From an optimization exercise on the open Yosys and OpenROAD flow, aimed at small area, a short achievable clock period and few clock cycles per item; shortcuts taken in it are not production practice.
No run shown here included a check of the RTL's function; only the layout flow was run.

## flow/design.v (module list and top-level ports; edited modules follow where they fit)
// module apbRegs: 65 lines
// module frameSequencer: 113 lines
// module chromaUpsampler: 56 lines
// module chromaFilter: 519 lines
// module colourConverter: 2941 lines
// module rgbWriter: 45 lines
// module colourTop: 100 lines
module colourTop (
	input logic CLOCK_50_I,
	input logic resetn,
	input logic [3:0] paddr,
	input logic psel,
	input logic penable,
	input logic pwrite,
	input logic [31:0] pwdata,
	output logic [31:0] prdata,
	output logic pready,
	output logic pslverr,
	output logic memRdEn,
	output colourPkg::addr_t memRdAddr,
	input colourPkg::word_t memRdData,
	output logic memWrEn,
	output colourPkg::addr_t memWrAddr,
	output colourPkg::word_t memWrData
);
  // ...
==> flow/run.sh <==
#!/bin/bash
# synth_recipe.tcl (not shown) runs the flow's synth.tcl, then flattens the netlist and writes it again
# the make line also repeats each setting of config.mk as NAME=value (left out here)
make -C /OpenROAD-flow-scripts/flow DESIGN_CONFIG=/design/flow/config.mk WORK_HOME=/design/flow/orfs CLKGATE_MAP_FILE= SYNTH_SCRIPT=/design/flow/synth_recipe.tcl finish
==> flow/config.mk <==
export PLATFORM = sky130hd
export DESIGN_NAME = colourTop
export DESIGN_NICKNAME = colourTop
export VERILOG_FILES = /design/flow/design.v
export SDC_FILE = /design/flow/constraint.sdc
export NUM_CORES = 4
export LEC_CHECK = 0
export CAP_MARGIN = 20
export CORE_MARGIN = 2
export CORE_UTILIZATION = 40
export PLACE_DENSITY = 0.6
export SETUP_SLACK_MARGIN = 4.5
export SLEW_MARGIN = 20
==> flow/constraint.sdc <==
create_clock -name core_clock -period 9.0 [get_ports {CLOCK_50_I}]
set_input_delay 1.8000 -clock core_clock [delete_from_list [all_inputs] [get_ports {CLOCK_50_I}]]
set_output_delay 1.8000 -clock core_clock [all_outputs]
set_load 0.01 [all_outputs]
==> summary.txt, run 1 <==
Skew-Pair Late Insertion Delay=between 500 and 600 ps; multi-input logic area=~14000 sq um; count of buffers added by post-CTS timing repair for setup=26; reg-to-reg critical path startpoint=pixY[5]; routed length on met2=around 28000 um; proportion of register bits with asynchronous set or reset after synthesis=between 4 and 5%; CTS tree=yes; clock buffers created by TritonCTS=between 40 and 50; number of placed cells counting well taps=approximately 3300; leading cell type in the layout, fill and taps excluded=inv_1; clk sinks=between 400 and 500; CP endpoint kind=register; pin count of the biggest net entering global routing=75; mux cell area share after synthesis=3.27%; number of stages on the worst setup path=15; RSZ-0062 raised after global routing=yes; Worst Hold Margin=between 400 and 500 ps; largest cells by area after synthesis=dfxtp_1 (19%), edfxtp_1 (18%), fa_1 (15%); share of post-route cells with drive strength above 1=9.58%; Clock Network Area Fraction=approximately 5.4%; sequential area share after synthesis=between 30% and 40%; crit-path cells=clkinvlp_4, ha_4, fa_1, inv_2, fa_1, ha_1, o21ai_1, nor2_1, o41a_1, a221o_2, a211oi_4, nor3b_4, a2111oi_4, a41o_4, a21oi_4; xor/xnor cell area share of the yosys netlist=roughly 5.6%; uppermost layer routed=met4; outcome=no timing/DRC/antenna violations; overall global routing resource usage=17.4%; adder and majority gate portion of the synthesized area=~28%; met1 track utilization from global routing=a little under a quarter; final weighted congestion in routability-driven placement=between 0.8 and 0.9; final count of pins violating max slew=0; end point of the most critical hold path=ups.a[0][6]; Area growth, synth to finish=15.2%; CP bufs+invs=2; final-layout non-clock buffer area share=between 4 and 5%; flop-to-flop setup slack=about 4500 ps; DRT Pass-1 Iters=5; commonest cells after routing, fill and taps aside=inv_1 (377), ha_1 (273), dfxtp_1 (235); Mapped Cells=2415; setup slack after placement=3500 ps; cell type group with the largest total delay on the critical path=compound AO/OA/AOI/OAI gates; upper clock frequency limit=roughly 220 MHz
==> module frameSequencer, before the edit <==
module frameSequencer (
	input logic CLOCK_50_I,
	input logic resetn,
	input logic start,
	output logic [2:0] ph,              
	output logic memRdEn,
	output colourPkg::addr_t memRdAddr,
	output logic rxLoad,                
	output logic rxFirst,
	output logic rxClamp,
	output logic rxOdd,
	output logic wrValid,
	output logic lastValid,
	output logic rowDone,
	output logic frameDone
);
	localparam int PairsPerRow = 160;
	localparam int Pairs = 38400;
	localparam int UBase = 38400;
	localparam int VBase = 57600;
	logic run;
	logic pro;                          
	logic [7:0] k;                      
	logic [15:0] yAddr;                 
	logic [14:0] cIdx;                  
	logic slotEnd;
	logic lastSlot;
	logic rowLast;
	logic clampK;
	logic incC;
	logic uvRead;
	logic rxValid, rxRowLast, rxFrameLast;
	logic wrRowLast, wrFrameLast;
	logic lastRowLast, lastFrameLast;
	colourPkg::addr_t rdAddrNext;
	logic rdEnNext;
	logic [14:0] cIdxNext;
	assign slotEnd = ph[2];
	assign lastSlot = yAddr == 16'(Pairs - 1);
	assign rowLast = k == 8'(PairsPerRow - 1);
	assign clampK = k >= 8'(PairsPerRow - 3);
	assign incC = (~k[0] & (k <= 8'(PairsPerRow - 6) | k == 8'(PairsPerRow - 2))) | rowLast;
	assign uvRead = ~(clampK & ~rowLast) & ~lastSlot;
	assign cIdxNext = start ? 15'd0 : (slotEnd & run & incC) ? cIdx + 15'd1 : cIdx;
	always_comb begin
		if (start) begin
			rdAddrNext = colourPkg::addr_t'(UBase);
			rdEnNext = 1'b1;
		end else if (ph[2]) begin
			rdAddrNext = colourPkg::addr_t'(UBase) + colourPkg::addr_t'(cIdxNext);
			rdEnNext = run & ~(lastSlot & ~pro);
		end else if (ph[0]) begin
			rdAddrNext = colourPkg::addr_t'(VBase) + colourPkg::addr_t'(cIdx);
			rdEnNext = run & (pro | uvRead);
		end else begin
			rdAddrNext = colourPkg::addr_t'(yAddr);
			rdEnNext = run & ~pro;
		end
	end
	always_ff @(posedge CLOCK_50_I or negedge resetn) begin
		if (!resetn) begin
			ph <= 3'b001;
			run <= 1'b0;
			pro <= 1'b0;
			rxValid <= 1'b0;
			wrValid <= 1'b0;
			lastValid <= 1'b0;
			memRdEn <= 1'b0;
		end else begin
			ph <= {ph[1:0], ph[2]};
			memRdEn <= rdEnNext;
			if (slotEnd) begin
				rxValid <= run & ~pro;
				wrValid <= rxValid;
				lastValid <= wrValid;
				pro <= 1'b0;
				if (lastSlot & ~pro)
					run <= 1'b0;
			end
			if (start) begin
				ph <= 3'b001;
				run <= 1'b1;
				pro <= 1'b1;
			end
		end
	end
	always_ff @(posedge CLOCK_50_I) begin
		memRdAddr <= rdAddrNext;
		cIdx <= cIdxNext;
		if (slotEnd) begin
			if (run & ~pro) begin
				k <= rowLast ? 8'd0 : k + 8'd1;
				yAddr <= yAddr + 16'd1;
			end
			rxLoad <= pro | rowLast;
			rxFirst <= ~pro & (k == 8'd0);
			rxClamp <= clampK;
			rxOdd <= k[0];
			rxRowLast <= rowLast;
			rxFrameLast <= lastSlot;
			wrRowLast <= rxRowLast;
			wrFrameLast <= rxFrameLast;
			lastRowLast <= wrRowLast;
			lastFrameLast <= wrFrameLast;
		end
		if (start) begin
			k <= 8'd0;
			yAddr <= 16'd0;
		end
	end
	assign rowDone = lastValid & lastRowLast & ph[1];
	assign frameDone = lastValid & lastFrameLast & ph[1];
endmodule
==> module chromaUpsampler, before the edit <==
module chromaUpsampler (
	input logic CLOCK_50_I,
	input logic [2:0] ph,
	input colourPkg::word_t word,       
	input logic load,
	input logic first,
	input logic clamp,
	input logic odd,
	output colourPkg::sample_t cu,
	output colourPkg::sample_t cv
);
	colourPkg::sample_t a [5];          
	colourPkg::sample_t b [5];
	colourPkg::sample_t t [6];
	logic [8:0] p, q, r;
	colourPkg::sample_t f;
	colourPkg::sample_t uOdd;
	always_comb begin
		t[0] = a[0];
		t[1] = a[1];
		t[2] = a[2];
		t[3] = a[3];
		t[4] = first ? word[15:8] : a[4];
		t[5] = clamp ? a[4] : (odd ? word[15:8] : word[7:0]);
	end
	always_ff @(posedge CLOCK_50_I) begin
		if (!ph[2]) begin
			for (int i = 0; i < 5; i++)
				a[i] <= b[i];
			if (load) begin
				b[0] <= word[15:8];
				b[1] <= word[15:8];
				b[2] <= word[15:8];
				b[3] <= word[7:0];
			end else begin
				for (int i = 0; i < 4; i++)
					b[i] <= t[i+1];
			end
			b[4] <= t[5];
		end
		p <= {1'b0, t[0]} + {1'b0, t[5]};
		q <= {1'b0, t[2]} + {1'b0, t[3]};
		r <= {1'b0, t[1]} + {1'b0, t[4]};
		if (ph[2])
			uOdd <= f;
		cu <= ph[1] ? (load ? b[4] : b[1]) : uOdd;
		cv <= ph[1] ? a[2] : f;
	end
	chromaFilter filt (
		.CLOCK_50_I(CLOCK_50_I),
		.p(p),
		.q(q),
		.r(r),
		.f(f)
	);
endmodule
==> module chromaFilter, before the edit <==
module chromaFilter (
	input logic CLOCK_50_I,
	input logic [8:0] p,       
	input logic [8:0] q,       
	input logic [8:0] r,       
	output colourPkg::sample_t f
);
	logic [17:0] rowA, rowB, rowANext, rowBNext;
	logic [17:0] acc;
	logic f_1;
	logic f_2;
	logic f_3;
	logic f_4;
	logic f_5;
	logic f_6;
	logic f_7;
	logic f_8;
	logic f_9;
	logic f_10;
	logic f_11;
	logic f_12;
	logic f_13;
	logic f_14;
	logic f_15;
	logic f_16;
	logic f_17;
	logic f_18;
	logic f_19;
	logic f_20;
	logic f_21;
	logic f_22;
	logic f_23;
	logic f_24;
	logic f_25;
	logic f_26;
	logic f_27;
	logic f_28;
	logic f_29;
	logic f_30;
	logic f_31;
	logic f_32;
	logic f_33;
	logic f_34;
	logic f_35;
	logic f_36;
	logic f_37;
	logic f_38;
	logic f_39;
	logic f_40;
	logic f_41;
	logic f_42;
	logic f_43;
	logic f_44;
	logic f_45;
	logic f_46;
	logic f_47;
	logic f_48;
	logic f_49;
	logic f_50;
	logic f_51;
	logic f_52;
	logic f_53;
	logic f_54;
	logic f_55;
	logic f_56;
	logic f_57;
	logic f_58;
	logic f_59;
	logic f_60;
	logic f_61;
	logic f_62;
	logic f_63;
	logic f_64;
	logic f_65;
	logic f_66;
	logic f_67;
	logic f_68;
	logic f_69;
	logic f_70;
	logic f_71;
	logic f_72;
	logic f_73;
	logic f_74;
	logic f_75;
	logic f_76;
	logic f_77;
	logic f_78;
	logic f_79;
	logic f_80;
	logic f_81;
	logic f_82;
	logic f_83;
	logic f_84;
	logic f_85;
	logic f_86;
	logic f_87;
	logic f_88;
	logic f_89;
	logic f_90;
	logic f_91;
	logic f_92;
	logic f_93;
	logic f_94;
	logic f_95;
	logic f_96;
	logic f_97;
	logic f_98;
	logic f_99;
	logic f_100;
	logic f_101;
	logic f_102;
	logic f_103;
	logic f_104;
	logic f_105;
	logic f_106;
	logic f_107;
	logic f_108;
	logic f_109;
	logic f_110;
	logic f_111;
	logic f_112;
	logic f_113;
	logic f_114;
	logic f_115;
	logic f_116;
	logic f_117;
	logic f_118;
	logic f_119;
	logic f_120;
	logic f_121;
	logic f_122;
	logic f_123;
	logic f_124;
	logic f_125;
	logic f_126;
	logic f_127;
	logic f_128;
	logic f_129;
	logic f_130;
	logic f_131;
	logic f_132;
	logic f_133;
	logic f_134;
	logic f_135;
	logic f_136;
	logic f_137;
	logic f_138;
	logic f_139;
	logic f_140;
	logic f_141;
	logic f_142;
	logic f_143;
	logic f_144;
	logic f_145;
	logic f_146;
	logic f_147;
	logic f_148;
	logic f_149;
	logic f_150;
	logic f_151;
	logic f_152;
	logic f_153;
	logic f_154;
	logic f_155;
	logic f_156;
	logic f_157;
	logic f_158;
	logic f_159;
	logic f_160;
	logic f_161;
	logic f_162;
	logic f_163;
	logic f_164;
	logic f_165;
	logic f_166;
	logic f_167;
	logic f_168;
	logic f_169;
	logic f_170;
	logic f_171;
	logic f_172;
	logic f_173;
	logic f_174;
	logic f_175;
	logic f_176;
	logic f_177;
	logic f_178;
	logic f_179;
	logic f_180;
	logic f_181;
	logic f_182;
	logic f_183;
	logic f_184;
	logic f_185;
	logic f_186;
	logic f_187;
	logic f_188;
	logic f_189;
	logic f_190;
	logic f_191;
	logic f_192;
	logic f_193;
	logic f_194;
	logic f_195;
	logic f_196;
	logic f_197;
	logic f_198;
	logic f_199;
	logic f_200;
	logic f_201;
	logic f_202;
	logic f_203;
	logic f_204;
	logic f_205;
	logic f_206;
	logic f_207;
	logic f_208;
	logic f_209;
	logic f_210;
	logic f_211;
	logic f_212;
	logic f_213;
	logic f_214;
	logic f_215;
	logic f_216;
	logic f_217;
	logic f_218;
	logic f_219;
	logic f_220;
	logic f_221;
	logic f_222;
	logic f_223;
	logic f_224;
	logic f_225;
	logic f_226;
	logic f_227;
	logic f_228;
	logic f_229;
	logic f_230;
	logic f_231;
	logic f_232;
	logic f_233;
	logic f_234;
	logic f_235;
	logic f_236;
	logic f_237;
	logic f_238;
	logic f_239;
	logic f_240;
	logic f_241;
	logic f_242;
	logic f_243;
	logic f_244;
	logic f_245;
	logic f_246;
	assign f_1 = ~p[7];
	assign f_2 = p[7];
	assign f_3 = p[8] ^ p[6];
	assign f_4 = p[8] & p[6];
	assign f_5 = p[5] ^ p[3];
	assign f_6 = p[5] & p[3];
	assign f_7 = ~(p[6] ^ p[4]);
	assign f_8 = p[6] | p[4];
	assign f_9 = p[2] ^ ~q[6] ^ q[1];
	assign f_10 = (p[2] & ~q[6]) | (p[2] & q[1]) | (~q[6] & q[1]);
	assign f_11 = p[5] ^ p[3] ^ ~q[7];
	assign f_12 = (p[5] & p[3]) | (p[5] & ~q[7]) | (p[3] & ~q[7]);
	assign f_13 = q[2] ^ q[0] ^ ~r[5];
	assign f_14 = (q[2] & q[0]) | (q[2] & ~r[5]) | (q[0] & ~r[5]);
	assign f_15 = r[3] ^ ~r[1];
	assign f_16 = r[3] & ~r[1];
	assign f_17 = p[4] ^ ~q[8] ^ q[3];
	assign f_18 = (p[4] & ~q[8]) | (p[4] & q[3]) | (~q[8] & q[3]);
	assign f_19 = q[1] ^ ~r[6] ^ r[4];
	assign f_20 = (q[1] & ~r[6]) | (q[1] & r[4]) | (~r[6] & r[4]);
	assign f_21 = ~r[2] ^ f_3 ^ f_2;
	assign f_22 = (~r[2] & f_3) | (~r[2] & f_2) | (f_3 & f_2);
	assign f_23 = ~(p[7] ^ p[5]);
	assign f_24 = p[7] | p[5];
	assign f_25 = q[4] ^ q[2] ^ ~r[7];
	assign f_26 = (q[4] & q[2]) | (q[4] & ~r[7]) | (q[2] & ~r[7]);
	assign f_27 = r[5] ^ ~r[3] ^ f_4;
	assign f_28 = (r[5] & ~r[3]) | (r[5] & f_4) | (~r[3] & f_4);
	assign f_29 = ~(p[8] ^ p[6]);
	assign f_30 = p[8] | p[6];
	assign f_31 = q[5] ^ q[3] ^ ~r[8];
	assign f_32 = (q[5] & q[3]) | (q[5] & ~r[8]) | (q[3] & ~r[8]);
	assign f_33 = r[6] ^ ~r[4];
	assign f_34 = r[6] & ~r[4];
	assign f_35 = p[7] ^ q[6] ^ q[4];
	assign f_36 = (p[7] & q[6]) | (p[7] & q[4]) | (q[6] & q[4]);
	assign f_37 = ~p[8];
	assign f_38 = p[8];
	assign f_39 = ~p[2];
	assign f_40 = p[2];
	assign f_41 = p[3] ^ p[1];
	assign f_42 = p[3] & p[1];
	assign f_43 = p[4] ^ p[2] ^ p[0];
	assign f_44 = (p[4] & p[2]) | (p[4] & p[0]) | (p[2] & p[0]);
	assign f_45 = ~q[4] ^ ~r[2];
	assign f_46 = ~q[4] & ~r[2];
	assign f_47 = p[1] ^ ~q[5] ^ q[0];
	assign f_48 = (p[1] & ~q[5]) | (p[1] & q[0]) | (~q[5] & q[0]);
	assign f_49 = ~r[3] ^ r[1] ^ f_5;
	assign f_50 = (~r[3] & r[1]) | (~r[3] & f_5) | (r[1] & f_5);
	assign f_51 = ~r[4] ^ r[2] ^ ~r[0];
	assign f_52 = (~r[4] & r[2]) | (~r[4] & ~r[0]) | (r[2] & ~r[0]);
	assign f_53 = f_7 ^ f_9 ^ f_6;
	assign f_54 = (f_7 & f_9) | (f_7 & f_6) | (f_9 & f_6);
	assign f_55 = f_1 ^ f_11 ^ f_13;
	assign f_56 = (f_1 & f_11) | (f_1 & f_13) | (f_11 & f_13);
	assign f_57 = f_15 ^ f_8 ^ f_10;
	assign f_58 = (f_15 & f_8) | (f_15 & f_10) | (f_8 & f_10);
	assign f_59 = f_17 ^ f_19 ^ f_21;
	assign f_60 = (f_17 & f_19) | (f_17 & f_21) | (f_19 & f_21);
	assign f_61 = f_12 ^ f_14 ^ f_16;
	assign f_62 = (f_12 & f_14) | (f_12 & f_16) | (f_14 & f_16);
	assign f_63 = f_23 ^ f_25 ^ f_27;
	assign f_64 = (f_23 & f_25) | (f_23 & f_27) | (f_25 & f_27);
	assign f_65 = f_18 ^ f_20 ^ f_22;
	assign f_66 = (f_18 & f_20) | (f_18 & f_22) | (f_20 & f_22);
	assign f_67 = f_29 ^ f_31 ^ f_33;
	assign f_68 = (f_29 & f_31) | (f_29 & f_33) | (f_31 & f_33);
	assign f_69 = f_24 ^ f_26 ^ f_28;
	assign f_70 = (f_24 & f_26) | (f_24 & f_28) | (f_26 & f_28);
	assign f_71 = r[7] ^ ~r[5] ^ f_35;
	assign f_72 = (r[7] & ~r[5]) | (r[7] & f_35) | (~r[5] & f_35);
	assign f_73 = f_30 ^ f_32 ^ f_34;
	assign f_74 = (f_30 & f_32) | (f_30 & f_34) | (f_32 & f_34);
	assign f_75 = q[7] ^ q[5] ^ r[8];
	assign f_76 = (q[7] & q[5]) | (q[7] & r[8]) | (q[5] & r[8]);
	assign f_77 = ~r[6] ^ f_37 ^ f_36;
	assign f_78 = (~r[6] & f_37) | (~r[6] & f_36) | (f_37 & f_36);
	assign f_79 = ~(q[8] ^ q[6]);
	assign f_80 = q[8] | q[6];
	assign f_81 = ~r[7] ^ f_38;
	assign f_82 = ~r[7] & f_38;
	assign f_83 = ~q[7];
	assign f_84 = q[7];
	assign f_85 = p[0] ^ ~q[2];
	assign f_86 = p[0] & ~q[2];
	assign f_87 = ~q[3] ^ ~r[1] ^ f_41;
	assign f_88 = (~q[3] & ~r[1]) | (~q[3] & f_41) | (~r[1] & f_41);
	assign f_89 = r[0] ^ f_43 ^ f_45;
	assign f_90 = (r[0] & f_43) | (r[0] & f_45) | (f_43 & f_45);
	assign f_91 = f_47 ^ f_49 ^ f_44;
	assign f_92 = (f_47 & f_49) | (f_47 & f_44) | (f_49 & f_44);
	assign f_93 = f_51 ^ f_53 ^ f_48;
	assign f_94 = (f_51 & f_53) | (f_51 & f_48) | (f_53 & f_48);
	assign f_95 = f_55 ^ f_57 ^ f_52;
	assign f_96 = (f_55 & f_57) | (f_55 & f_52) | (f_57 & f_52);
	assign f_97 = f_59 ^ f_61 ^ f_56;
	assign f_98 = (f_59 & f_61) | (f_59 & f_56) | (f_61 & f_56);
	assign f_99 = f_63 ^ f_65 ^ f_60;
	assign f_100 = (f_63 & f_65) | (f_63 & f_60) | (f_65 & f_60);
	assign f_101 = f_67 ^ f_69 ^ f_64;
	assign f_102 = (f_67 & f_69) | (f_67 & f_64) | (f_69 & f_64);
	assign f_103 = f_71 ^ f_73 ^ f_68;
	assign f_104 = (f_71 & f_73) | (f_71 & f_68) | (f_73 & f_68);
	assign f_105 = f_75 ^ f_77 ^ f_72;
	assign f_106 = (f_75 & f_77) | (f_75 & f_72) | (f_77 & f_72);
	assign f_107 = f_79 ^ f_81 ^ f_76;
	assign f_108 = (f_79 & f_81) | (f_79 & f_76) | (f_81 & f_76);
	assign f_109 = ~r[8] ^ f_83 ^ f_80;
	assign f_110 = (~r[8] & f_83) | (~r[8] & f_80) | (f_83 & f_80);
	assign f_111 = ~p[0];
	assign f_112 = p[0];
	assign f_113 = p[1] ^ ~q[1];
	assign f_114 = p[1] & ~q[1];
	assign f_115 = ~r[0] ^ f_39 ^ f_85;
	assign f_116 = (~r[0] & f_39) | (~r[0] & f_85) | (f_39 & f_85);
	assign f_117 = f_40 ^ f_87 ^ f_86;
	assign f_118 = (f_40 & f_87) | (f_40 & f_86) | (f_87 & f_86);
	assign f_119 = f_42 ^ f_89 ^ f_88;
	assign f_120 = (f_42 & f_89) | (f_42 & f_88) | (f_89 & f_88);
	assign f_121 = f_46 ^ f_91 ^ f_90;
	assign f_122 = (f_46 & f_91) | (f_46 & f_90) | (f_91 & f_90);
	assign f_123 = f_50 ^ f_93 ^ f_92;
	assign f_124 = (f_50 & f_93) | (f_50 & f_92) | (f_93 & f_92);
	assign f_125 = f_54 ^ f_95 ^ f_94;
	assign f_126 = (f_54 & f_95) | (f_54 & f_94) | (f_95 & f_94);
	assign f_127 = f_58 ^ f_97 ^ f_96;
	assign f_128 = (f_58 & f_97) | (f_58 & f_96) | (f_97 & f_96);
	assign f_129 = f_62 ^ f_99 ^ f_98;
	assign f_130 = (f_62 & f_99) | (f_62 & f_98) | (f_99 & f_98);
	assign f_131 = f_66 ^ f_101 ^ f_100;
	assign f_132 = (f_66 & f_101) | (f_66 & f_100) | (f_101 & f_100);
	assign f_133 = f_70 ^ f_103 ^ f_102;
	assign f_134 = (f_70 & f_103) | (f_70 & f_102) | (f_103 & f_102);
	assign f_135 = f_74 ^ f_105 ^ f_104;
	assign f_136 = (f_74 & f_105) | (f_74 & f_104) | (f_105 & f_104);
	assign f_137 = f_78 ^ f_107 ^ f_106;
	assign f_138 = (f_78 & f_107) | (f_78 & f_106) | (f_107 & f_106);
	assign f_139 = f_82 ^ f_109 ^ f_108;
	assign f_140 = (f_82 & f_109) | (f_82 & f_108) | (f_109 & f_108);
	assign f_141 = q[8] ^ f_84 ^ f_110;
	assign f_142 = (q[8] & f_84) | (q[8] & f_110) | (f_84 & f_110);
	assign rowANext = {1'b1, 1'b1, f_141, f_139, f_137, f_135, f_133, f_131, f_129, f_127, f_125, f_123, f_121, f_119, f_117, f_115, f_113, ~q[0]};
	assign rowBNext = {1'b0, f_142, f_140, f_138, f_136, f_134, f_132, f_130, f_128, f_126, f_124, f_122, f_120, f_118, f_116, f_114, f_112, f_111};
	always_ff @(posedge CLOCK_50_I) begin
		rowA <= rowANext;
		rowB <= rowBNext;
	end
	assign f_143 = rowA[0] & rowB[0];
	assign f_144 = rowA[0] ^ rowB[0];
	assign f_145 = rowA[1] & rowB[1];
	assign f_146 = rowA[1] ^ rowB[1];
	assign f_147 = rowA[2] & rowB[2];
	assign f_148 = rowA[2] ^ rowB[2];
	assign f_149 = rowA[3] & rowB[3];
	assign f_150 = rowA[3] ^ rowB[3];
	assign f_151 = rowA[4] & rowB[4];
	assign f_152 = rowA[4] ^ rowB[4];
	assign f_153 = rowA[5] & rowB[5];
	assign f_154 = rowA[5] ^ rowB[5];
	assign f_155 = rowA[6] & rowB[6];
	assign f_156 = rowA[6] ^ rowB[6];
	assign f_157 = rowA[7] & rowB[7];
	assign f_158 = rowA[7] ^ rowB[7];
	assign f_159 = rowA[8] & rowB[8];
	assign f_160 = rowA[8] ^ rowB[8];
	assign f_161 = rowA[9] & rowB[9];
	assign f_162 = rowA[9] ^ rowB[9];
	assign f_163 = rowA[10] & rowB[10];
	assign f_164 = rowA[10] ^ rowB[10];
	assign f_165 = rowA[11] & rowB[11];
	assign f_166 = rowA[11] ^ rowB[11];
	assign f_167 = rowA[12] & rowB[12];
	assign f_168 = rowA[12] ^ rowB[12];
	assign f_169 = rowA[13] & rowB[13];
	assign f_170 = rowA[13] ^ rowB[13];
	assign f_171 = rowA[14] & rowB[14];
	assign f_172 = rowA[14] ^ rowB[14];
	assign f_173 = rowA[15] & rowB[15];
	assign f_174 = rowA[15] ^ rowB[15];
	assign f_175 = 1'b1 & rowB[16];
	assign f_176 = 1'b1 ^ rowB[16];
	assign f_177 = f_145 | (f_146 & f_143);
	assign f_178 = f_146 & f_144;
	assign f_179 = f_149 | (f_150 & f_147);
	assign f_180 = f_150 & f_148;
	assign f_181 = f_153 | (f_154 & f_151);
	assign f_182 = f_154 & f_152;
	assign f_183 = f_157 | (f_158 & f_155);
	assign f_184 = f_158 & f_156;
	assign f_185 = f_161 | (f_162 & f_159);
	assign f_186 = f_162 & f_160;
	assign f_187 = f_165 | (f_166 & f_163);
	assign f_188 = f_166 & f_164;
	assign f_189 = f_169 | (f_170 & f_167);
	assign f_190 = f_170 & f_168;
	assign f_191 = f_173 | (f_174 & f_171);
	assign f_192 = f_174 & f_172;
	assign f_193 = 1'b1 & f_175;
	assign f_194 = 1'b1 & f_176;
	assign f_195 = f_147 | (f_148 & f_177);
	assign f_196 = f_148 & f_178;
	assign f_197 = f_179 | (f_180 & f_177);
	assign f_198 = f_180 & f_178;
	assign f_199 = f_155 | (f_156 & f_181);
	assign f_200 = f_156 & f_182;
	assign f_201 = f_183 | (f_184 & f_181);
	assign f_202 = f_184 & f_182;
	assign f_203 = f_163 | (f_164 & f_185);
	assign f_204 = f_164 & f_186;
	assign f_205 = f_187 | (f_188 & f_185);
	assign f_206 = f_188 & f_186;
	assign f_207 = f_171 | (f_172 & f_189);
	assign f_208 = f_172 & f_190;
	assign f_209 = f_191 | (f_192 & f_189);
	assign f_210 = f_192 & f_190;
	assign f_211 = f_151 | (f_152 & f_197);
	assign f_212 = f_152 & f_198;
	assign f_213 = f_181 | (f_182 & f_197);
	assign f_214 = f_182 & f_198;
	assign f_215 = f_199 | (f_200 & f_197);
	assign f_216 = f_200 & f_198;
	assign f_217 = f_201 | (f_202 & f_197);
	assign f_218 = f_202 & f_198;
	assign f_219 = f_167 | (f_168 & f_205);
	assign f_220 = f_168 & f_206;
	assign f_221 = f_189 | (f_190 & f_205);
	assign f_222 = f_190 & f_206;
	assign f_223 = f_207 | (f_208 & f_205);
	assign f_224 = f_208 & f_206;
	assign f_225 = f_209 | (f_210 & f_205);
	assign f_226 = f_210 & f_206;
	assign f_227 = f_159 | (f_160 & f_217);
	assign f_228 = f_160 & f_218;
	assign f_229 = f_185 | (f_186 & f_217);
	assign f_230 = f_186 & f_218;
	assign f_231 = f_203 | (f_204 & f_217);
	assign f_232 = f_204 & f_218;
	assign f_233 = f_205 | (f_206 & f_217);
	assign f_234 = f_206 & f_218;
	assign f_235 = f_219 | (f_220 & f_217);
	assign f_236 = f_220 & f_218;
	assign f_237 = f_221 | (f_222 & f_217);
	assign f_238 = f_222 & f_218;
	assign f_239 = f_223 | (f_224 & f_217);
	assign f_240 = f_224 & f_218;
	assign f_241 = f_225 | (f_226 & f_217);
	assign f_242 = f_226 & f_218;
	assign f_243 = f_175 | (f_176 & f_241);
	assign f_244 = f_176 & f_242;
	assign f_245 = f_193 | (f_194 & f_241);
	assign f_246 = f_194 & f_242;
	assign acc[8] = f_160 ^ f_217;
	assign acc[9] = f_162 ^ f_227;
	assign acc[10] = f_164 ^ f_229;
	assign acc[11] = f_166 ^ f_231;
	assign acc[12] = f_168 ^ f_233;
	assign acc[13] = f_170 ^ f_235;
	assign acc[14] = f_172 ^ f_237;
	assign acc[15] = f_174 ^ f_239;
	assign acc[16] = f_176 ^ f_241;
	assign acc[17] = 1'b1 ^ f_243;
	assign f = acc[17] ? 8'd0 : (acc[16] ? 8'd255 : acc[15:8]);
endmodule
==> module rgbWriter, before the edit <==
module rgbWriter (
	input logic CLOCK_50_I,
	input logic resetn,
	input logic start,
	input logic [2:0] ph,
	input logic wrValid,
	input logic lastValid,
	input colourPkg::sample_t r,        
	input colourPkg::sample_t g,
	input colourPkg::sample_t b,
	output logic memWrEn,
	output colourPkg::addr_t memWrAddr,
	output colourPkg::word_t memWrData      
);
	localparam int FirstAddr = 76800 - 11;
	colourPkg::sample_t r0, g0, b0;     
	colourPkg::sample_t r1, g1, b1;     
	always_ff @(posedge CLOCK_50_I or negedge resetn) begin
		if (!resetn)
			memWrEn <= 1'b0;
		else
			memWrEn <= ph[0] ? lastValid : wrValid;
	end
	always_ff @(posedge CLOCK_50_I) begin
		if (ph[0]) begin
			r0 <= r;
			g0 <= g;
			b0 <= b;
		end
		if (ph[2]) begin
			r1 <= r;
			g1 <= g;
			b1 <= b;
		end
		memWrAddr <= start ? colourPkg::addr_t'(FirstAddr) : memWrAddr + 1'b1;
	end
	always_comb begin
		if (ph[2])
			memWrData = {r0, g0};
		else if (ph[0])
			memWrData = {b0, r1};
		else
			memWrData = {g1, b1};
	end
endmodule
==> module colourTop, before the edit <==
module colourTop (
	input logic CLOCK_50_I,
	input logic resetn,
	input logic [3:0] paddr,
	input logic psel,
	input logic penable,
	input logic pwrite,
	input logic [31:0] pwdata,
	output logic [31:0] prdata,
	output logic pready,
	output logic pslverr,
	output logic memRdEn,
	output colourPkg::addr_t memRdAddr,
	input colourPkg::word_t memRdData,
	output logic memWrEn,
	output colourPkg::addr_t memWrAddr,
	output colourPkg::word_t memWrData
);
	logic start;
	logic busy;
	logic [2:0] ph;
	logic rxLoad, rxFirst, rxClamp, rxOdd;
	logic wrValid, lastValid, rowDone, frameDone;
	colourPkg::word_t rdWord;
	colourPkg::sample_t yOddHeld;
	colourPkg::sample_t pixY, pixU, pixV;
	colourPkg::sample_t pixR, pixG, pixB;
	apbRegs regs (
		.CLOCK_50_I(CLOCK_50_I),
		.resetn(resetn),
		.paddr(paddr),
		.psel(psel),
		.penable(penable),
		.pwrite(pwrite),
		.pwdata(pwdata),
		.prdata(prdata),
		.pready(pready),
		.pslverr(pslverr),
		.start(start),
		.frameDone(frameDone),
		.rowDone(rowDone),
		.busy(busy)
	);
	frameSequencer seq (
		.CLOCK_50_I(CLOCK_50_I),
		.resetn(resetn),
		.start(start),
		.ph(ph),
		.memRdEn(memRdEn),
		.memRdAddr(memRdAddr),
		.rxLoad(rxLoad),
		.rxFirst(rxFirst),
		.rxClamp(rxClamp),
		.rxOdd(rxOdd),
		.wrValid(wrValid),
		.lastValid(lastValid),
		.rowDone(rowDone),
		.frameDone(frameDone)
	);
	always_ff @(posedge CLOCK_50_I) begin
		rdWord <= memRdData;
		if (ph[2])
			yOddHeld <= rdWord[7:0];
		pixY <= ph[2] ? rdWord[15:8] : yOddHeld;
	end
	chromaUpsampler ups (
		.CLOCK_50_I(CLOCK_50_I),
		.ph(ph),
		.word(rdWord),
		.load(rxLoad),
		.first(rxFirst),
		.clamp(rxClamp),
		.odd(rxOdd),
		.cu(pixU),
		.cv(pixV)
	);
	colourConverter csc (
		.CLOCK_50_I(CLOCK_50_I),
		.cu(pixU),
		.cv(pixV),
		.y(pixY),
		.r(pixR),
		.g(pixG),
		.b(pixB)
	);
	rgbWriter writer (
		.CLOCK_50_I(CLOCK_50_I),
		.resetn(resetn),
		.start(start),
		.ph(ph),
		.wrValid(wrValid),
		.lastValid(lastValid),
		.r(pixR),
		.g(pixG),
		.b(pixB),
		.memWrEn(memWrEn),
		.memWrAddr(memWrAddr),
		.memWrData(memWrData)
	);
endmodule
==> inputs of run 2 (changes only) <==
--- a/flow/design.v
+++ b/flow/design.v
@@ -93,5 +93,4 @@
 	output logic rxOdd,
 	output logic wrValid,
-	output logic lastValid,
 	output logic rowDone,
 	output logic frameDone
@@ -114,5 +113,5 @@
 	logic rxValid, rxRowLast, rxFrameLast;
 	logic wrRowLast, wrFrameLast;
-	logic lastRowLast, lastFrameLast;
+	logic lastValid, lastRowLast, lastFrameLast;
 	colourPkg::addr_t rdAddrNext;
 	logic rdEnNext;
@@ -191,6 +190,6 @@
 		end
 	end
-	assign rowDone = lastValid & lastRowLast & ph[1];
-	assign frameDone = lastValid & lastFrameLast & ph[1];
+	assign rowDone = lastValid & lastRowLast & ph[0];
+	assign frameDone = lastValid & lastFrameLast & ph[0];
 endmodule
 `default_nettype wire
@@ -211,5 +210,4 @@
 	colourPkg::sample_t b [5];
 	colourPkg::sample_t t [6];
-	logic [8:0] p, q, r;
 	colourPkg::sample_t f;
 	colourPkg::sample_t uOdd;
@@ -237,17 +235,17 @@
 			b[4] <= t[5];
 		end
-		p <= {1'b0, t[0]} + {1'b0, t[5]};
-		q <= {1'b0, t[2]} + {1'b0, t[3]};
-		r <= {1'b0, t[1]} + {1'b0, t[4]};
-		if (ph[2])
+		if (ph[1])
 			uOdd <= f;
-		cu <= ph[1] ? (load ? b[4] : b[1]) : uOdd;
-		cv <= ph[1] ? a[2] : f;
+		cu <= ph[2] ? uOdd : a[2];
+		cv <= ph[2] ? f : b[2];
 	end
 	chromaFilter filt (
 		.CLOCK_50_I(CLOCK_50_I),
-		.p(p),
-		.q(q),
-		.r(r),
+		.t0(t[0]),
+		.t1(t[1]),
+		.t2(t[2]),
+		.t3(t[3]),
+		.t4(t[4]),
+		.t5(t[5]),
 		.f(f)
 	);
@@ -255,9 +253,8 @@
 module chromaFilter (
 	input logic CLOCK_50_I,
-	input logic [8:0] p,       
-	input logic [8:0] q,       
-	input logic [8:0] r,       
+	input colourPkg::sample_t t0, t1, t2, t3, t4, t5,
 	output colourPkg::sample_t f
 );
+	logic [8:0] p, q, r;
 	logic [17:0] rowA, rowB, rowANext, rowBNext;
 	logic [17:0] acc;
@@ -508,4 +505,271 @@
 	logic f_245;
 	logic f_246;
+	logic pa_1;
+	logic pa_2;
+	logic pa_3;
+	logic pa_4;
+	logic pa_5;
+	logic pa_6;
+	logic pa_7;
+	logic pa_8;
+	logic pa_9;
+	logic pa_10;
+	logic pa_11;
+	logic pa_12;
+	logic pa_13;
+	logic pa_14;
+	logic pa_15;
+	logic pa_16;
+	logic pa_17;
+	logic pa_18;
+	logic pa_19;
+	logic pa_20;
+	logic pa_21;
+	logic pa_22;
+	logic pa_23;
+	logic pa_24;
+	logic pa_25;
+	logic pa_26;
+	logic pa_27;
+	logic pa_28;
+	logic pa_29;
+	logic pa_30;
+	logic pa_31;
+	logic pa_32;
+	logic pa_33;
+	logic pa_34;
+	logic pa_35;
+	logic pa_36;
+	logic pa_37;
+	logic pa_38;
+	logic pa_39;
+	logic pa_40;
+	logic pa_41;
+	logic pa_42;
+	logic pa_43;
+	logic pa_44;
+	logic pa_45;
+	logic pa_46;
+	logic pa_47;
+	logic pa_48;
+	logic pa_49;
+	logic pa_50;
+	logic pa_51;
+	logic pa_52;
+	logic pa_53;
+	logic pa_54;
+	logic pa_55;
+	logic pa_56;
+	logic pa_57;
+	logic pa_58;
+	logic pa_59;
+	logic pa_60;
+	logic pa_61;
+	logic pa_62;
+	logic pa_63;
+	logic pa_64;
+	logic pa_65;
+	logic pa_66;
+	logic pa_67;
+	logic pa_68;
+	logic pa_69;
+	logic pa_70;
+	logic pa_71;
+	logic pa_72;
+	logic pa_73;
+	logic pa_74;
+	logic pa_75;
+	logic pa_76;
+	logic pa_77;
+	logic pa_78;
+	logic pa_79;
+	logic pa_80;
+	logic pa_81;
+	logic pa_82;
+	logic pa_83;
+	logic pa_84;
+	logic pa_85;
+	logic pa_86;
+	logic pa_87;
+	logic pa_88;
+	logic pa_89;
+	logic pa_90;
+	logic pa_91;
+	logic pa_92;
+	logic pa_93;
+	logic pa_94;
+	logic pa_95;
+	logic pa_96;
+	logic pa_97;
+	logic pa_98;
+	logic pa_99;
+	logic pa_100;
+	logic pa_101;
+	logic pa_102;
+	logic pa_103;
+	logic pa_104;
+	logic pa_105;
+	logic pa_106;
+	logic pa_107;
+	logic pa_108;
+	logic pa_109;
+	logic pa_110;
+	logic pa_111;
+	logic pa_112;
+	logic pa_113;
+	logic pa_114;
+	logic pa_115;
+	logic pa_116;
+	logic pa_117;
+	logic pa_118;
+	logic pa_119;
+	logic pa_120;
+	assign pa_1 = t0[0] & t5[0];
+	assign pa_2 = t0[0] ^ t5[0];
+	assign pa_3 = t0[1] & t5[1];
+	assign pa_4 = t0[1] ^ t5[1];
+	assign pa_5 = t0[2] & t5[2];
+	assign pa_6 = t0[2] ^ t5[2];
+	assign pa_7 = t0[3] & t5[3];
+	assign pa_8 = t0[3] ^ t5[3];
+	assign pa_9 = t0[4] & t5[4];
+	assign pa_10 = t0[4] ^ t5[4];
+	assign pa_11 = t0[5] & t5[5];
+	assign pa_12 = t0[5] ^ t5[5];
+	assign pa_13 = t0[6] & t5[6];
+	assign pa_14 = t0[6] ^ t5[6];
+	assign pa_15 = t0[7] & t5[7];
+	assign pa_16 = t0[7] ^ t5[7];
+	assign pa_17 = pa_3 | (pa_4 & pa_1);
+	assign pa_18 = pa_4 & pa_2;
+	assign pa_19 = pa_7 | (pa_8 & pa_5);
+	assign pa_20 = pa_8 & pa_6;
+	assign pa_21 = pa_11 | (pa_12 & pa_9);
+	assign pa_22 = pa_12 & pa_10;
+	assign pa_23 = pa_15 | (pa_16 & pa_13);
+	assign pa_24 = pa_16 & pa_14;
+	assign pa_25 = pa_5 | (pa_6 & pa_17);
+	assign pa_26 = pa_6 & pa_18;
+	assign pa_27 = pa_19 | (pa_20 & pa_17);
+	assign pa_28 = pa_20 & pa_18;
+	assign pa_29 = pa_13 | (pa_14 & pa_21);
+	assign pa_30 = pa_14 & pa_22;
+	assign pa_31 = pa_23 | (pa_24 & pa_21);
+	assign pa_32 = pa_24 & pa_22;
+	assign pa_33 = pa_9 | (pa_10 & pa_27);
+	assign pa_34 = pa_10 & pa_28;
+	assign pa_35 = pa_21 | (pa_22 & pa_27);
+	assign pa_36 = pa_22 & pa_28;
+	assign pa_37 = pa_29 | (pa_30 & pa_27);
+	assign pa_38 = pa_30 & pa_28;
+	assign pa_39 = pa_31 | (pa_32 & pa_27);
+	assign pa_40 = pa_32 & pa_28;
+	assign p[0] = pa_2;
+	assign p[1] = pa_4 ^ pa_1;
+	assign p[2] = pa_6 ^ pa_17;
+	assign p[3] = pa_8 ^ pa_25;
+	assign p[4] = pa_10 ^ pa_27;
+	assign p[5] = pa_12 ^ pa_33;
+	assign p[6] = pa_14 ^ pa_35;
+	assign p[7] = pa_16 ^ pa_37;
+	assign p[8] = 1'b0 ^ pa_39;
+	assign pa_41 = t2[0] & t3[0];
+	assign pa_42 = t2[0] ^ t3[0];
+	assign pa_43 = t2[1] & t3[1];
+	assign pa_44 = t2[1] ^ t3[1];
+	assign pa_45 = t2[2] & t3[2];
+	assign pa_46 = t2[2] ^ t3[2];
+	assign pa_47 = t2[3] & t3[3];
+	assign pa_48 = t2[3] ^ t3[3];
+	assign pa_49 = t2[4] & t3[4];
+	assign pa_50 = t2[4] ^ t3[4];
+	assign pa_51 = t2[5] & t3[5];
+	assign pa_52 = t2[5] ^ t3[5];
+	assign pa_53 = t2[6] & t3[6];
+	assign pa_54 = t2[6] ^ t3[6];
+	assign pa_55 = t2[7] & t3[7];
+	assign pa_56 = t2[7] ^ t3[7];
+	assign pa_57 = pa_43 | (pa_44 & pa_41);
+	assign pa_58 = pa_44 & pa_42;
+	assign pa_59 = pa_47 | (pa_48 & pa_45);
+	assign pa_60 = pa_48 & pa_46;
+	assign pa_61 = pa_51 | (pa_52 & pa_49);
+	assign pa_62 = pa_52 & pa_50;
+	assign pa_63 = pa_55 | (pa_56 & pa_53);
+	assign pa_64 = pa_56 & pa_54;
+	assign pa_65 = pa_45 | (pa_46 & pa_57);
+	assign pa_66 = pa_46 & pa_58;
+	assign pa_67 = pa_59 | (pa_60 & pa_57);
+	assign pa_68 = pa_60 & pa_58;
+	assign pa_69 = pa_53 | (pa_54 & pa_61);
+	assign pa_70 = pa_54 & pa_62;
+	assign pa_71 = pa_63 | (pa_64 & pa_61);
+	assign pa_72 = pa_64 & pa_62;
+	assign pa_73 = pa_49 | (pa_50 & pa_67);
+	assign pa_74 = pa_50 & pa_68;
+	assign pa_75 = pa_61 | (pa_62 & pa_67);
+	assign pa_76 = pa_62 & pa_68;
+	assign pa_77 = pa_69 | (pa_70 & pa_67);
+	assign pa_78 = pa_70 & pa_68;
+	assign pa_79 = pa_71 | (pa_72 & pa_67);
+	assign pa_80 = pa_72 & pa_68;
+	assign q[0] = pa_42;
+	assign q[1] = pa_44 ^ pa_41;
+	assign q[2] = pa_46 ^ pa_57;
+	assign q[3] = pa_48 ^ pa_65;
+	assign q[4] = pa_50 ^ pa_67;
+	assign q[5] = pa_52 ^ pa_73;
+	assign q[6] = pa_54 ^ pa_75;
+	assign q[7] = pa_56 ^ pa_77;
+	assign q[8] = 1'b0 ^ pa_79;
+	assign pa_81 = t1[0] & t4[0];
+	assign pa_82 = t1[0] ^ t4[0];
+	assign pa_83 = t1[1] & t4[1];
+	assign pa_84 = t1[1] ^ t4[1];
+	assign pa_85 = t1[2] & t4[2];
+	assign pa_86 = t1[2] ^ t4[2];
+	assign pa_87 = t1[3] & t4[3];
+	assign pa_88 = t1[3] ^ t4[3];
+	assign pa_89 = t1[4] & t4[4];
+	assign pa_90 = t1[4] ^ t4[4];
+	assign pa_91 = t1[5] & t4[5];
+	assign pa_92 = t1[5] ^ t4[5];
+	assign pa_93 = t1[6] & t4[6];
+	assign pa_94 = t1[6] ^ t4[6];
+	assign pa_95 = t1[7] & t4[7];
+	assign pa_96 = t1[7] ^ t4[7];
+	assign pa_97 = pa_83 | (pa_84 & pa_81);
+	assign pa_98 = pa_84 & pa_82;
+	assign pa_99 = pa_87 | (pa_88 & pa_85);
+	assign pa_100 = pa_88 & pa_86;
+	assign pa_101 = pa_91 | (pa_92 & pa_89);
+	assign pa_102 = pa_92 & pa_90;
+	assign pa_103 = pa_95 | (pa_96 & pa_93);
+	assign pa_104 = pa_96 & pa_94;
+	assign pa_105 = pa_85 | (pa_86 & pa_97);
+	assign pa_106 = pa_86 & pa_98;
+	assign pa_107 = pa_99 | (pa_100 & pa_97);
+	assign pa_108 = pa_100 & pa_98;
+	assign pa_109 = pa_93 | (pa_94 & pa_101);
+	assign pa_110 = pa_94 & pa_102;
+	assign pa_111 = pa_103 | (pa_104 & pa_101);
+	assign pa_112 = pa_104 & pa_102;
+	assign pa_113 = pa_89 | (pa_90 & pa_107);
+	assign pa_114 = pa_90 & pa_108;
+	assign pa_115 = pa_101 | (pa_102 & pa_107);
+	assign pa_116 = pa_102 & pa_108;
+	assign pa_117 = pa_109 | (pa_110 & pa_107);
+	assign pa_118 = pa_110 & pa_108;
+	assign pa_119 = pa_111 | (pa_112 & pa_107);
+	assign pa_120 = pa_112 & pa_108;
+	assign r[0] = pa_82;
+	assign r[1] = pa_84 ^ pa_81;
+	assign r[2] = pa_86 ^ pa_97;
+	assign r[3] = pa_88 ^ pa_105;
+	assign r[4] = pa_90 ^ pa_107;
+	assign r[5] = pa_92 ^ pa_113;
+	assign r[6] = pa_94 ^ pa_115;
+	assign r[7] = pa_96 ^ pa_117;
+	assign r[8] = 1'b0 ^ pa_119;
 	assign f_1 = ~p[7];
 	assign f_2 = p[7];
@@ -3725,5 +3989,4 @@
 	input logic [2:0] ph,
 	input logic wrValid,
-	input logic lastValid,
 	input colourPkg::sample_t r,        
 	input colourPkg::sample_t g,
@@ -3733,5 +3996,5 @@
 	output colourPkg::word_t memWrData      
 );
-	localparam int FirstAddr = 76800 - 11;
+	localparam int FirstAddr = 76800 - 10;
 	colourPkg::sample_t r0, g0, b0;     
 	colourPkg::sample_t r1, g1, b1;     
@@ -3740,13 +4003,13 @@
 			memWrEn <= 1'b0;
 		else
-			memWrEn <= ph[0] ? lastValid : wrValid;
+			memWrEn <= wrValid;
 	end
 	always_ff @(posedge CLOCK_50_I) begin
-		if (ph[0]) begin
+		if (ph[2]) begin
 			r0 <= r;
 			g0 <= g;
 			b0 <= b;
 		end
-		if (ph[2]) begin
+		if (ph[1]) begin
 			r1 <= r;
 			g1 <= g;
@@ -3756,7 +4019,7 @@
 	end
 	always_comb begin
-		if (ph[2])
+		if (ph[1])
 			memWrData = {r0, g0};
-		else if (ph[0])
+		else if (ph[2])
 			memWrData = {b0, r1};
 		else
@@ -3789,5 +4052,5 @@
 	logic [2:0] ph;
 	logic rxLoad, rxFirst, rxClamp, rxOdd;
-	logic wrValid, lastValid, rowDone, frameDone;
+	logic wrValid, rowDone, frameDone;
 	colourPkg::word_t rdWord;
 	colourPkg::sample_t yOddHeld;
@@ -3822,5 +4085,4 @@
 		.rxOdd(rxOdd),
 		.wrValid(wrValid),
-		.lastValid(lastValid),
 		.rowDone(rowDone),
 		.frameDone(frameDone)
@@ -3828,7 +4090,7 @@
 	always_ff @(posedge CLOCK_50_I) begin
 		rdWord <= memRdData;
-		if (ph[2])
-			yOddHeld <= rdWord[7:0];
-		pixY <= ph[2] ? rdWord[15:8] : yOddHeld;
+		if (ph[1])
+			yOddHeld <= memRdData[7:0];
+		pixY <= ph[1] ? memRdData[15:8] : yOddHeld;
 	end
 	chromaUpsampler ups (
@@ -3858,5 +4120,4 @@
 		.ph(ph),
 		.wrValid(wrValid),
-		.lastValid(lastValid),
 		.r(pixR),
 		.g(pixG),
--- a/flow/config.mk
+++ b/flow/config.mk
@@ -10,4 +10,4 @@
 export CORE_UTILIZATION = 40
 export PLACE_DENSITY = 0.6
-export SETUP_SLACK_MARGIN = 4.5
+export SETUP_SLACK_MARGIN = 4.2
 export SLEW_MARGIN = 20
==> run 2 against run 1 <==
Routed wire length decreased by 0.93%. Synthesized area decreased by 1.5%. Flip-flop and latch count decreased by 27. Highest routed layer unchanged.
==> summary.txt, run 2 <==
critical path startpoint category=register (unchanged); critical setup path kind=reg2reg (unchanged); final count of pins violating max slew=0 (unchanged); CP endpoint kind=register (unchanged); number of endpoints failing setup at the final stage=0 (unchanged); I/O pin count=145 (unchanged); YS warnings=13 (was 10); Area growth, synth to finish=14.4% (was 15.2%); Worst-path clk slew=60 ps (about the same); horizontal die dimension=258 um (was 260 um); fraction of post-synthesis cell area in the top cell type by area=17.9% (was 19.2%); ratio of final minimum period to clock period=53.0% (was 50.5%); number of remaining DRC errors=0 (unchanged); remaining antenna violation count after routing=0 (unchanged); Avg Inst Size Synth=10.7 sq um (was 10.9 sq um); Synth Cell Area=25800 sq um (was 26200 sq um); worst-case clock buffer depth=3 (unchanged); DRT Pass-1 Iters=5 (unchanged); total die area=66600 sq um (was 67600 sq um); pin count of the biggest net entering global routing=85 (was 75); number of vias per cell=4.91 (was 4.90); overall global routing resource usage=17.5% (was 17.4%); clock buffers created by TritonCTS=45 (was 47); Largest regs=ups.a x40, ups.b x40, csc.bPart x24 (unchanged); clock root buffer=clkbuf_16 (unchanged); proportion of register bits with asynchronous set or reset after synthesis=5.25% (was 4.92%); cts-stage hold buffer count=0 (unchanged); clk sinks=400 (was 427); Worst R2R Path Depth=20 (was 15); outcome=no timing/DRC/antenna violations (unchanged); setup tns final=0 ps (unchanged); reg-to-reg critical path startpoint=seq.rxOdd (was pixY[5]); final weighted congestion in routability-driven placement=0.875 (was 0.858); timing endpoint of the critical path=ups.filt.rowA[11] (was writer.r1[6]); CTS tree=yes (unchanged); total routed wirelength=57700 um (was 58200 um); setup clock skew after layout=20.6 ps (was 22.9 ps); post-detail-place hpwl=43900 um (was 43700 um); endpoint arrival time on the critical path=5230 ps (was 4970 ps); RSZ-0062 raised after global routing=yes (unchanged); leading cell type in the layout, fill and taps excluded=inv_1 (unchanged); largest cells by area after synthesis=edfxtp_1 (18%), dfxtp_1 (17%), fa_1 (15%) (was dfxtp_1 (19%), edfxtp_1 (18%), fa_1 (15%)); wire length of the first global-routing pass=92100 um (was 92500 um); Die Height=258 um (was 260 um); WL/cell=16.8 um (was 16.9 um); Nets=3070 (was 3081); share of post-route cells with drive strength above 1=9.12% (was 9.58%); port bufs=87 (unchanged); most common cell in the netlist=inv_1 (unchanged); count of routing violations after the opening detailed-route iteration=906 (was 821); Max transition margin=36.0% (was 35.0%); CP required=9470 ps (was 9420 ps); min cycle time layout=4770 ps (was 4540 ps); main flop type after synthesis=dfxtp_1 (unchanged); Worst Hold Margin=397 ps (was 416 ps); max-cap viol count=0 (unchanged); EDFF count, synth=154 (unchanged); sequential area share after synthesis=37.4% (was 38.9%); flip-flop and latch count after synthesis=400 (was 427); vias in the first global route=17400 (was 17200); flop-to-flop setup slack=4230 ps (was 4460 ps); via count=16900 (about the same); commonest cells after routing, fill and taps aside=inv_1 (379), ha_1 (269), dfxtp_1 (219) (was inv_1 (377), ha_1 (273), dfxtp_1 (235)); Hold/Removal Path Class=reg2reg (unchanged); starting density of the core=40.3% (was 40.6%); maximum level of the CTS H-tree=2 (unchanged); top cells by count, synth=inv_1 (390), ha_1 (274), dfxtp_1 (225) (was inv_1 (395), ha_1 (278), dfxtp_1 (252)); crit path max fanout=4 (was 8); Core Area=64100 sq um (was 64600 sq um); upper clock frequency limit=210 MHz (was 220 MHz); critical register-to-register path endpoint=ups.filt.rowA[11] (was writer.r1[6]); Crit. Startpoint=seq.rxOdd (was pixY[5]); final hold violation count=0 (unchanged); Skew-Pair Late Insertion Delay=590 ps (about the same); overflow left after global routing=0 (unchanged); Worst-Margin Slew=961 ps (was 975 ps); number of antenna violations at the first check in global routing=1 (was 0); Mapped Cells=2411 (was 2415); count of distinct cell types in the synthesized netlist=92 (was 76); cell accounting for the most synthesized area=edfxtp_1 (was dfxtp_1); ANT cells=0 (unchanged); Std-Cell Rows=93 (unchanged)
run 2: cell count changes after synthesis, sizes merged, moves of 11 or more:
| cell | delta |
|---|---|
| dfxtp | -27 |
| nor2 | +17 |
| a21o | -11 |
| nor3 | +12 |
| nand2 | +17 |
| mux2i | -13 |
| o21a | +15 |
| a21oi | -21 |
run 2: cell families after synthesis:
| group | Yosys count | synth area share (%) |
|---|---|---|
| buffers and inverters | 462 | 7.18 |
| adder cells (fa/ha/maj) | 476 | 28.8 |
| AND/OR/NAND/NOR | 481 | 9.12 |
| multiplexers | 65 | 2.69 |
| XOR/XNOR | 161 | 5.46 |
| AO/OA/AOI/OAI | 364 | 9.27 |
| other | 2 | 0.0291 |
| flip-flops | 400 | 37.4 |
run 2: final cells by class:
class                   instances  area, sq um
inverters                     391         1490
multi-input cells            1573        14600
fillers                      5875        34600
flip-flops and latches        400         9670
repair buffers                129         1200
well taps                     855         1070
clock buffers                  64         1280
clock inverters                19          185
run 2: worst max-delay path, cell delays in order, from the launching register on:
cell      delay (ps)
edfxtp_1         370
buf_6            150
mux2i_1          110
o21ai_1          200
ha_2             210
inv_2             40
fa_2             350
nor2b_1          120
o21a_1           170
o21a_1           150
o21ai_2           50
nand2b_1         150
a21oi_4           80
buf_4            160
xnor2_4          220
fa_1             490
fa_1             560
inv_1             50
fa_1             500
inv_2             50
fa_1             440
run 2: worst min path at each step:
stage / end / slack, ps / start / depth (start not counted)
finish: writer.memWrEn / 400 / seq.wrValid / 0
global placement: writer.memWrEn / 390 / seq.wrValid / 0
CTS: writer.memWrEn / 400 / seq.wrValid / 0
detailed placement: writer.memWrEn / 380 / seq.wrValid / 0
global route: ups.a[3][7] / 420 / ups.b[3][7] / 0
floorplan: writer.memWrEn / 370 / seq.wrValid / 0
run 2: repair_timing:
| action | CTS | global route |
|---|---|---|
| pin swaps | 3 | 26 |
| hold endpoints to repair | 0 | 0 |
| cloned | 0 | 0 |
| resized for setup | 33 | 45 |
| buffers inserted | 13 | 17 |
| setup endpoints to repair | 63 | 57 |
run 2: routing by layer:
layer / routed length [um] / GRT usage, % / vias up / part of all wire, %
met5: 0 / 0 / - / 0
met4: 1580 / 5.57 / 0 / 2.7
met3: 2110 / 2.50 / 86 / 3.7
met2: 27600 / 29.8 / 301 / 48
met1: 26300 / 22.9 / 8252 / 46
li1: - / - / 8214 / -
run 2: stage by stage:
stage,cells,util [%],setup WS [ps],area (sq um)
floorplan,2435,-,4220,25900
global placement,3318,43.0,3620,27500
detailed placement,3318,43.0,3560,27500
CTS,3414,45.6,4200,29200
global route,3431,46.0,4010,29500
finish,3431,46.0,4230,29500
==> inputs of run 3 (changes only) <==
--- a/flow/config.mk
+++ b/flow/config.mk
@@ -10,4 +10,4 @@
 export CORE_UTILIZATION = 40
 export PLACE_DENSITY = 0.6
-export SETUP_SLACK_MARGIN = 4.2
+export SETUP_SLACK_MARGIN = 4.6
 export SLEW_MARGIN = 20
==> run 3 against run 2 <==
Synthesized cell count is the same. Sequential share of layout area is 0.84 points lower. Via count increased by 0.88%.
==> summary.txt, run 3 <==
CP endpoint kind=register (unchanged); outcome=no timing/DRC/antenna violations (unchanged); starting density of the core=40.3% (unchanged); YS warnings=13 (unchanged); leading cell type in the layout, fill and taps excluded=inv_1 (unchanged); count of routing violations after the opening detailed-route iteration=767 (was 906); DRT Pass-1 Iters=5 (unchanged); final count of pins violating max slew=0 (unchanged); fin worst setup slack=4300 ps (was 4230 ps); number of remaining DRC errors=0 (unchanged); EDFF count, synth=154 (unchanged); critical path startpoint category=register (unchanged); maximum level of the CTS H-tree=2 (unchanged); via count=17000 (was 16900); total die area=66600 sq um (unchanged); horizontal die dimension=258 um (unchanged); Nets=3122 (was 3070); pin count of the biggest net entering global routing=83 (was 85); total routed wirelength=60600 um (was 57700 um); number of stages on the worst setup path=20 (unchanged); area of placed instances=27600 sq um (was 27500 sq um); flip-flop and latch count after synthesis=400 (unchanged); I/O pin count=145 (unchanged); Slowest-stage cell, CP=fa_2 (was fa_1); Core Area=64100 sq um (unchanged); CP required=9480 ps (was 9470 ps); fraction of post-synthesis cell area in the top cell type by area=17.9% (unchanged); worst-case clock buffer depth=3 (unchanged); largest cells by area after synthesis=edfxtp_1 (18%), dfxtp_1 (17%), fa_1 (15%) (unchanged); overall global routing resource usage=18.4% (was 17.5%); overflow left after global routing=0 (unchanged); count of distinct cell types in the synthesized netlist=92 (unchanged); reg-to-reg critical path startpoint=seq.rxOdd (unchanged); number of endpoints failing setup at the final stage=0 (unchanged); setup clock skew after layout=34.0 ps (was 20.6 ps); number of vias per cell=4.88 (was 4.91); Std-Cell Rows=93 (unchanged); WL/cell=17.4 um (was 16.8 um); CP bufs+invs=4 (was 5); main flop type after synthesis=dfxtp_1 (unchanged); endpoint arrival time on the critical path=5180 ps (was 5230 ps); clock root buffer=clkbuf_16 (unchanged); min cycle time layout=4700 ps (was 4770 ps); crit-path cells=buf_12, mux2i_2, o21ai_2, ha_2, inv_2, fa_2, nor2b_4, o21a_1, o21a_1, o21ai_2, nand2b_4, a21oi_4, o21ba_4, xor2_2, fa_1, inv_1, fa_2, fa_1, inv_2, fa_2 (was buf_6, mux2i_1, o21ai_1, ha_2, inv_2, fa_2, nor2b_1, o21a_1, o21a_1, o21ai_2, nand2b_1, a21oi_4, buf_4, xnor2_4, fa_1, fa_1, inv_1, fa_1, inv_2, fa_1); Hold/Removal Path Class=reg2reg (unchanged); end point of the most critical hold path=ups.a[0][5] (was writer.memWrEn); setup tns final=0 ps (unchanged); Worst-path clk slew=60 ps (about the same); most used cell along the critical path=fa_2 (was fa_1); max-cap viol count=0 (unchanged); setup slack after placement=3210 ps (was 3560 ps); number of placed cells counting well taps=3318 (unchanged); Max transition margin=41.1% (was 36.0%); worst hold path depth=0 (unchanged); upper clock frequency limit=213 MHz (was 210 MHz); RSZ-0062 raised after global routing=yes (unchanged); final hold violation count=0 (unchanged); sequential area share after synthesis=37.4% (unchanged); Post-Route Utilization=47.4% (was 46.0%); Hold Startpoint=ups.b[0][5] (was seq.wrValid); critical setup path kind=reg2reg (unchanged); Die Height=258 um (unchanged); Area growth, synth to finish=17.6% (was 14.4%); top cells by count, synth=inv_1 (390), ha_1 (274), dfxtp_1 (225) (unchanged); Final Non-Filler Cells=3486 (was 3431); final standard cell area without fillers=30400 sq um (was 29500 sq um); Synth Cell Area=25800 sq um (unchanged); ratio of final minimum period to clock period=52.3% (was 53.0%); port bufs=87 (unchanged); most common cell in the netlist=inv_1 (unchanged); Worst-Margin Slew=881 ps (was 961 ps); Largest regs=ups.a x40, ups.b x40, csc.bPart x24 (unchanged); ANT cells=0 (unchanged); crit path max fanout=4 (unchanged); Skew-Pair Late Insertion Delay=600 ps (was 590 ps); commonest cells after routing, fill and taps aside=inv_1 (357), ha_1 (265), dfxtp_1 (209) (was inv_1 (379), ha_1 (269), dfxtp_1 (219)); Worst R2R Path Depth=20 (unchanged); number of antenna violations at the first check in global routing=1 (unchanged); clock buffers created by TritonCTS=47 (was 45); clk sinks=400 (unchanged); flop-to-flop setup slack=4300 ps (was 4230 ps); proportion of register bits with asynchronous set or reset after synthesis=5.25% (unchanged); remaining antenna violation count after routing=0 (unchanged); cell accounting for the most synthesized area=edfxtp_1 (unchanged); Avg Inst Size Synth=10.7 sq um (unchanged); largest incremental delay on the critical path=530 ps (was 560 ps); critical register-to-register path endpoint=ups.filt.rowA[8] (was ups.filt.rowA[11]); share of post-route cells with drive strength above 1=13.6% (was 9.12%); CTS tree=yes (unchanged); final weighted congestion in routability-driven placement=0.852 (was 0.875); Worst Hold Margin=414 ps (was 397 ps); wire length of the first global-routing pass=96000 um (was 92100 um); cell type group with the largest total delay on the critical path=adder cells (unchanged); vias in the first global route=17800 (was 17400); Mapped Cells=2411 (unchanged); post-detail-place hpwl=44800 um (was 43900 um)
## run 3: cell counts after synthesis
No cell type changed its count.
## run 3: cell type report
type                            instances  area, sq um
Inverter                              391         1530
Clock buffer                           62         1260
Sequential cell                       400         9690
Multi-Input combinational cell       1573        14900
Tap cell                              855         1070
Clock inverter                         26          269
Timing Repair Buffer                  179         1650
Fill cell                            5727        33800
## run 3: how the worst max path moves through the flow
stage                 from          endpoint  slack (ps)
5_1_grt          seq.rxOdd  ups.filt.rowA[8]        4170
3_3_place_gp       pixY[7]      writer.r0[7]        3280
4_1_cts          seq.rxOdd  ups.filt.rowA[8]        4350
6_report         seq.rxOdd  ups.filt.rowA[8]        4300
2_1_floorplan  seq.rxClamp  ups.filt.rowA[8]        4540
3_5_place_dp       pixY[7]      writer.r0[7]        3210
## run 3: timing repair
action                                  in CTS  in global routing
gates resized for setup                     77                 75
pin swaps                                   27                 41
hold buffers                                 0                  0
endpoints found under the setup margin      98                 86
setup buffers                               51                 29
## run 3: kinds of logic (layout without fill, tap and decap cells)
family	count (synthesis)	count (layout)	share of synthesized area, %
simple gates	481	481	9.12
fa+ha+maj	476	476	28.8
buf+inv	462	658	7.18
flops	400	400	37.4
compound gates	364	364	9.27
xor+xnor	161	161	5.46
mux	65	65	2.69
other cells	2	26	0.0291
## run 3: routing by layer
layer  vias to the layer above  wire (um)  GRT usage (%)
met4                         0       1570           5.52
met2                       291      28800           31.5
met1                      8275      27700           23.8
met3                        88       2580           3.00
met5                         -          0              0
li1                       8347          -              -

## port drivers added, routing unchanged
In the flow no input, the clock included, has a driving cell. The finished layouts below were timed again as built, in two steps. Step 1, drivers: a clkbuf_16 drives CLOCK_50_I and a buf_2 each remaining input, both assumed. Step 2 adds t to the input delays and takes it off the output delays; t is the mean of the earliest and latest rising clock arrival at the registers after step 1. Input paths then give back, and output paths get back, about the clock's delay inside the block. Three values: ideal ports, drivers, drivers and shift; two values: the first two.
| run | t (ns) | slack for setup (ns) | worst register clock-pin slew, ns | worst data-port slew with drivers (ns) | cell pins on the clock port's net |
|---|---|---|---|---|---|
| run 1 | 0.644 | 4.458 / 4.458 / 4.372 | 0.07 / 0.07 | 0.04 | 1 |
| run 2 | 0.643 | 4.233 / 4.233 / 4.233 | 0.06 / 0.06 | 0.05 | 1 |
| run 3 | 0.645 | 4.296 / 4.296 / 4.296 | 0.06 / 0.06 | 0.07 | 1 |
After both steps setup and hold are still met in every run listed. The setup slack of run 1, which loses most, moves by 0.000 ns with the drivers and by -0.086 ns with both steps.
